Source: an optimization exercise on an open RTL-to-GDS flow (aim: small area and a short achievable clock period). Production flows keep margins and buffers that such runs may drop.
The RTL was checked by simulation tests, not by an equivalence proof against the original design.
The flow treats the clock pin as an ideal source, which a real chip does not have.

Design mac_top, start of the top module:
module mac_top #(
   parameter int A_WIDTH = 18,
   parameter int B_WIDTH = 18,
   parameter int P_WIDTH = 48
) (
   input  logic                      clk,
   input  logic                      rst_n,
   input  logic signed [A_WIDTH-1:0] data_a,
   input  logic signed [B_WIDTH-1:0] data_b,
   input  mac_pkg::mac_op_e          op,
   input  logic                      activate_mac,
   output logic signed [P_WIDTH-1:0] data_p,
   output logic                      p_valid
);
   logic        act_q;
   logic        req;
   logic        v_q;
   logic        pv_q;
   logic [17:0] a_q;
   logic [8:0]  one_d, two_d, neg_d;
   logic [8:0]  one_q, two_q, neg_q;
   logic        kp_d, kp_q;
   logic        use_b, sub;
   logic [18:0] bx;
   logic [47:0] p_q;
   logic [47:0] pg;
   logic [47:0] rx, ry;
   logic [47:0] p_next;
   assign req   = activate_mac ^ act_q;
   assign use_b = req & (op != mac_pkg::MAC_CLEAR);
   assign sub   = (op == mac_pkg::MAC_SUB);
   assign kp_d  = ~req | (op == mac_pkg::MAC_ACC) | (op == mac_pkg::MAC_SUB);
   assign bx    = {data_b, 1'b0};
   always_comb begin
      for (int i = 0; i < 9; i++) begin
         one_d[i] = use_b & (bx[2*i+1] ^ bx[2*i]);
         two_d[i] = use_b & ((bx[2*i+2] & ~bx[2*i+1] & ~bx[2*i]) |
                             (~bx[2*i+2] & bx[2*i+1] & bx[2*i]));
         neg_d[i] = bx[2*i+2] ^ sub;
      end
   end
   always_ff @(posedge clk or negedge rst_n) begin
      if (!rst_n) begin
         act_q <= 1'b0;
         v_q   <= 1'b0;
         pv_q  <= 1'b0;
         one_q <= '0;
         two_q <= '0;
      end else begin
         act_q <= activate_mac;
         v_q   <= req;
         pv_q  <= v_q;
         one_q <= one_d;
         two_q <= two_d;
      end
   end
   always_ff @(posedge clk) begin
      a_q   <= data_a;
      neg_q <= neg_d;
      kp_q  <= kp_d;
  ...
Size in the first run: ~97 flip-flops, about 11000 µm² of cells after synthesis.
==> flow/config.mk <==
export PLATFORM = sky130hd
export DESIGN_NAME = mac_top
export DESIGN_NICKNAME = mac_top
export VERILOG_FILES = /design/flow/design.v
export SDC_FILE = /design/flow/constraint.sdc
export NUM_CORES = 4
export LEC_CHECK = 0
export ABC_AREA = 1
export CAP_MARGIN = 20
export CORE_MARGIN = 2
export CORE_UTILIZATION = 40
export CTS_BUF_LIST = sky130_fd_sc_hd__clkbuf_4 sky130_fd_sc_hd__clkbuf_8
export HOLD_SLACK_MARGIN = 0.1
export SLEW_MARGIN = 20
==> flow/constraint.sdc <==
create_clock -name core_clock -period 10.0 [get_ports {clk}]
set_input_delay 2.0000 -clock core_clock [delete_from_list [all_inputs] [get_ports {clk}]]
set_output_delay 2.0000 -clock core_clock [all_outputs]
set_load 0.01 [all_outputs]
standard.sh (not shown) runs the stock make flow with config.mk's settings and CLKGATE_MAP_FILE= SYNTH_SCRIPT=/design/flow/synth_recipe.tcl, a recipe that flattens the netlist after the stock synthesis.
==> flow/flow/run.sh <==
#!/bin/bash
# The standard layout, with these changes in how it is made:
# - Yosys's synth runs without its early ABC pass (-noabc), so the full
#   adders it extracts keep their polarity (no inverters between them);
# - the port buffers are the smallest buffer (buf_1) instead of the
#   default clkdlybuf4s50_1; every port is still buffered;
# - after CTS, flow/pq_clock_delay.tcl puts delay chains in front of the
#   result register's clock (useful skew for the register-to-register
#   multiply-add paths);
# - only the setup repair after global routing, the first that sees that
#   skew, is given a setup margin (flow/grt_margin.tcl).
export SYNTH_ARGS="-noabc"
export BUFFER_PORTS_ARGS="-buffer_cell sky130_fd_sc_hd__buf_1"
export POST_CTS_TCL="$PWD/flow/pq_clock_delay.tcl"
export PQ_DLY_CELLS="sky130_fd_sc_hd__clkdlybuf4s50_1 sky130_fd_sc_hd__clkdlybuf4s50_1 sky130_fd_sc_hd__clkdlybuf4s50_1"
export PQ_SKIP_BITS=8
export PQ_BUF_CELL=sky130_fd_sc_hd__clkbuf_8
export PRE_GLOBAL_ROUTE_TCL="$PWD/flow/grt_margin.tcl"
bash standard.sh > standard.log 2>&1
==> flow/flow/grt_margin.tcl <==
# Pre-global-route hook: the setup repair after global routing aims at
# 5.2 ns of slack. It is the first repair that sees the
# result register's delayed clock, so it is the only one given a margin.
set ::env(SETUP_SLACK_MARGIN) 5.2
==> flow/flow/pq_clock_delay.tcl <==
# Post-CTS hook: the result register p_q gets its clock through a short
# delay chain below each clock-tree leaf that drives it, so its clock
# arrives later than the operand registers'. This is useful skew for the
# operand -> result paths (the long multiply-add paths); the result
# register's own feedback path sees about the same delay at both ends.
# The low bits (below PQ_SKIP_BITS) keep the undelayed clock.
# The later repair steps (global route) see and repair the new timing.
set block [ord::get_db_block]
set db [ord::get_db]
set chain {}
foreach c $::env(PQ_DLY_CELLS) { lappend chain [$db findMaster $c] }
lappend chain [$db findMaster $::env(PQ_BUF_CELL)]
set groups [dict create]
set n 0
foreach inst [$block getInsts] {
  if {[regexp {^p_q\\?\[([0-9]+)} [$inst getName]] && [string match sky130_fd_sc_hd__df* [[$inst getMaster] getName]]} {
    incr n
    regexp {^p_q\\?\[([0-9]+)} [$inst getName] -> bit
    # the low result bits have short paths and ample setup slack: no delay
    if {$bit < $::env(PQ_SKIP_BITS)} { continue }
    set net [[$inst findITerm CLK] getNet]
    dict lappend groups [$net getName] $inst
  }
}
if {$n != 48} { error "pq_clock_delay: expected 48 result flops, found $n" }
set g 0
dict for {netname flops} $groups {
  set net [$block findNet $netname]
  set sx 0; set sy 0
  foreach f $flops {
    set bb [$f getBBox]
    set sx [expr {$sx + [$bb xMin]}]; set sy [expr {$sy + [$bb yMin]}]
  }
  set cx [expr {int($sx / [llength $flops])}]
  set cy [expr {int($sy / [llength $flops])}]
  set prev $net
  set k 0
  foreach m $chain {
    set inst [odb::dbInst_create $block $m "pq_clkdly_${g}_$k"]
    set out [odb::dbNet_create $block "pq_clk_${g}_$k"]
    $out setSigType CLOCK
    [$inst findITerm A] connect $prev
    [$inst findITerm X] connect $out
    $inst setLocation $cx $cy
    $inst setPlacementStatus PLACED
    set prev $out
    incr k
  }
  foreach f $flops {
    set it [$f findITerm CLK]
    $it disconnect
    $it connect $prev
  }
  puts "pq_clock_delay: group $g under $netname: [llength $flops] flops"
  incr g
}
global_connect
detailed_placement
check_placement -verbose
estimate_parasitics -placement
report_clock_skew
Rerun with:
--- a/flow/flow/run.sh
+++ b/flow/flow/run.sh
@@ -8,5 +8,3 @@
 #   result register's clock (useful skew for the register-to-register
-#   multiply-add paths);
-# - only the setup repair after global routing, the first that sees that
-#   skew, is given a setup margin (flow/grt_margin.tcl).
+#   multiply-add paths).
 export SYNTH_ARGS="-noabc"
@@ -17,3 +15,2 @@
 export PQ_BUF_CELL=sky130_fd_sc_hd__clkbuf_8
-export PRE_GLOBAL_ROUTE_TCL="$PWD/flow/grt_margin.tcl"
 bash standard.sh > standard.log 2>&1
--- a/flow/config.mk
+++ b/flow/config.mk
@@ -12,3 +12,3 @@
 export CTS_BUF_LIST = sky130_fd_sc_hd__clkbuf_4 sky130_fd_sc_hd__clkbuf_8
-export HOLD_SLACK_MARGIN = 0.1
+export HOLD_SLACK_MARGIN = 0.05
 export SLEW_MARGIN = 20
removed: flow/flow/grt_margin.tcl
The new run finished with timing, DRC and antenna clean.
Global-route usage does not change.
Synthesized area does not change.
Wire length goes down by a few percent.
Die area stays the same.
Rerun with:
--- a/flow/flow/run.sh
+++ b/flow/flow/run.sh
@@ -12,4 +12,3 @@
 export POST_CTS_TCL="$PWD/flow/pq_clock_delay.tcl"
-export PQ_DLY_CELLS="sky130_fd_sc_hd__clkdlybuf4s50_1 sky130_fd_sc_hd__clkdlybuf4s50_1 sky130_fd_sc_hd__clkdlybuf4s50_1"
-export PQ_SKIP_BITS=8
+export PQ_DLY_CELLS="sky130_fd_sc_hd__clkdlybuf4s50_1 sky130_fd_sc_hd__clkdlybuf4s50_1 sky130_fd_sc_hd__clkdlybuf4s25_1"
 export PQ_BUF_CELL=sky130_fd_sc_hd__clkbuf_8
--- a/flow/flow/pq_clock_delay.tcl
+++ b/flow/flow/pq_clock_delay.tcl
@@ -5,3 +5,2 @@
 # register's own feedback path sees about the same delay at both ends.
-# The low bits (below PQ_SKIP_BITS) keep the undelayed clock.
 # The later repair steps (global route) see and repair the new timing.
@@ -15,9 +14,6 @@
 foreach inst [$block getInsts] {
-  if {[regexp {^p_q\\?\[([0-9]+)} [$inst getName]] && [string match sky130_fd_sc_hd__df* [[$inst getMaster] getName]]} {
-    incr n
-    regexp {^p_q\\?\[([0-9]+)} [$inst getName] -> bit
-    # the low result bits have short paths and ample setup slack: no delay
-    if {$bit < $::env(PQ_SKIP_BITS)} { continue }
+  if {[regexp {^p_q} [$inst getName]] && [string match sky130_fd_sc_hd__df* [[$inst getMaster] getName]]} {
     set net [[$inst findITerm CLK] getNet]
     dict lappend groups [$net getName] $inst
+    incr n
   }
--- a/flow/config.mk
+++ b/flow/config.mk
@@ -11,4 +11,3 @@
 export CORE_UTILIZATION = 40
-export CTS_BUF_LIST = sky130_fd_sc_hd__clkbuf_4 sky130_fd_sc_hd__clkbuf_8
-export HOLD_SLACK_MARGIN = 0.05
+export SETUP_SLACK_MARGIN = 5
 export SLEW_MARGIN = 20
- The new run finished but failed the layout checks on negative hold slack
- area after synthesis is unchanged

## port drivers added, routing unchanged
No port has a modelled driver above. Below, the same layouts with a new extraction and two added sets of constraints.
Step 1 sets driving cells, clkbuf_16 on the clock port and buf_2 on the other inputs (assumed; they add their load-dependent delay and slew).
Step 2, shift: input delay + t, output delay - t, t = (earliest + latest rising clock arrival at the registers) / 2. This alone moves slack from input paths to output paths.
Three values: ideal, step 1, step 2; two values: the first two.
run | t, ns | setup slack, ns | hold WS [ns] | latest minus earliest clock arrival (ns)
the first run | 1.242 | 5.441 / 5.412 / 5.441 | 0.051 / 0.051 / 0.051 | 1.630 / 1.630
the second run | 1.237 | 4.969 / 4.969 / 4.969 | 0.024 / 0.024 / 0.024 | 1.625 / 1.625
the third run | 1.090 | 5.294 / 5.294 / 5.294 | -0.021 / -0.021 / -0.021 | 1.409 / 1.409
Clock arrivals are far apart in every run listed, so t is only a midpoint there and step 2 fits no single register.
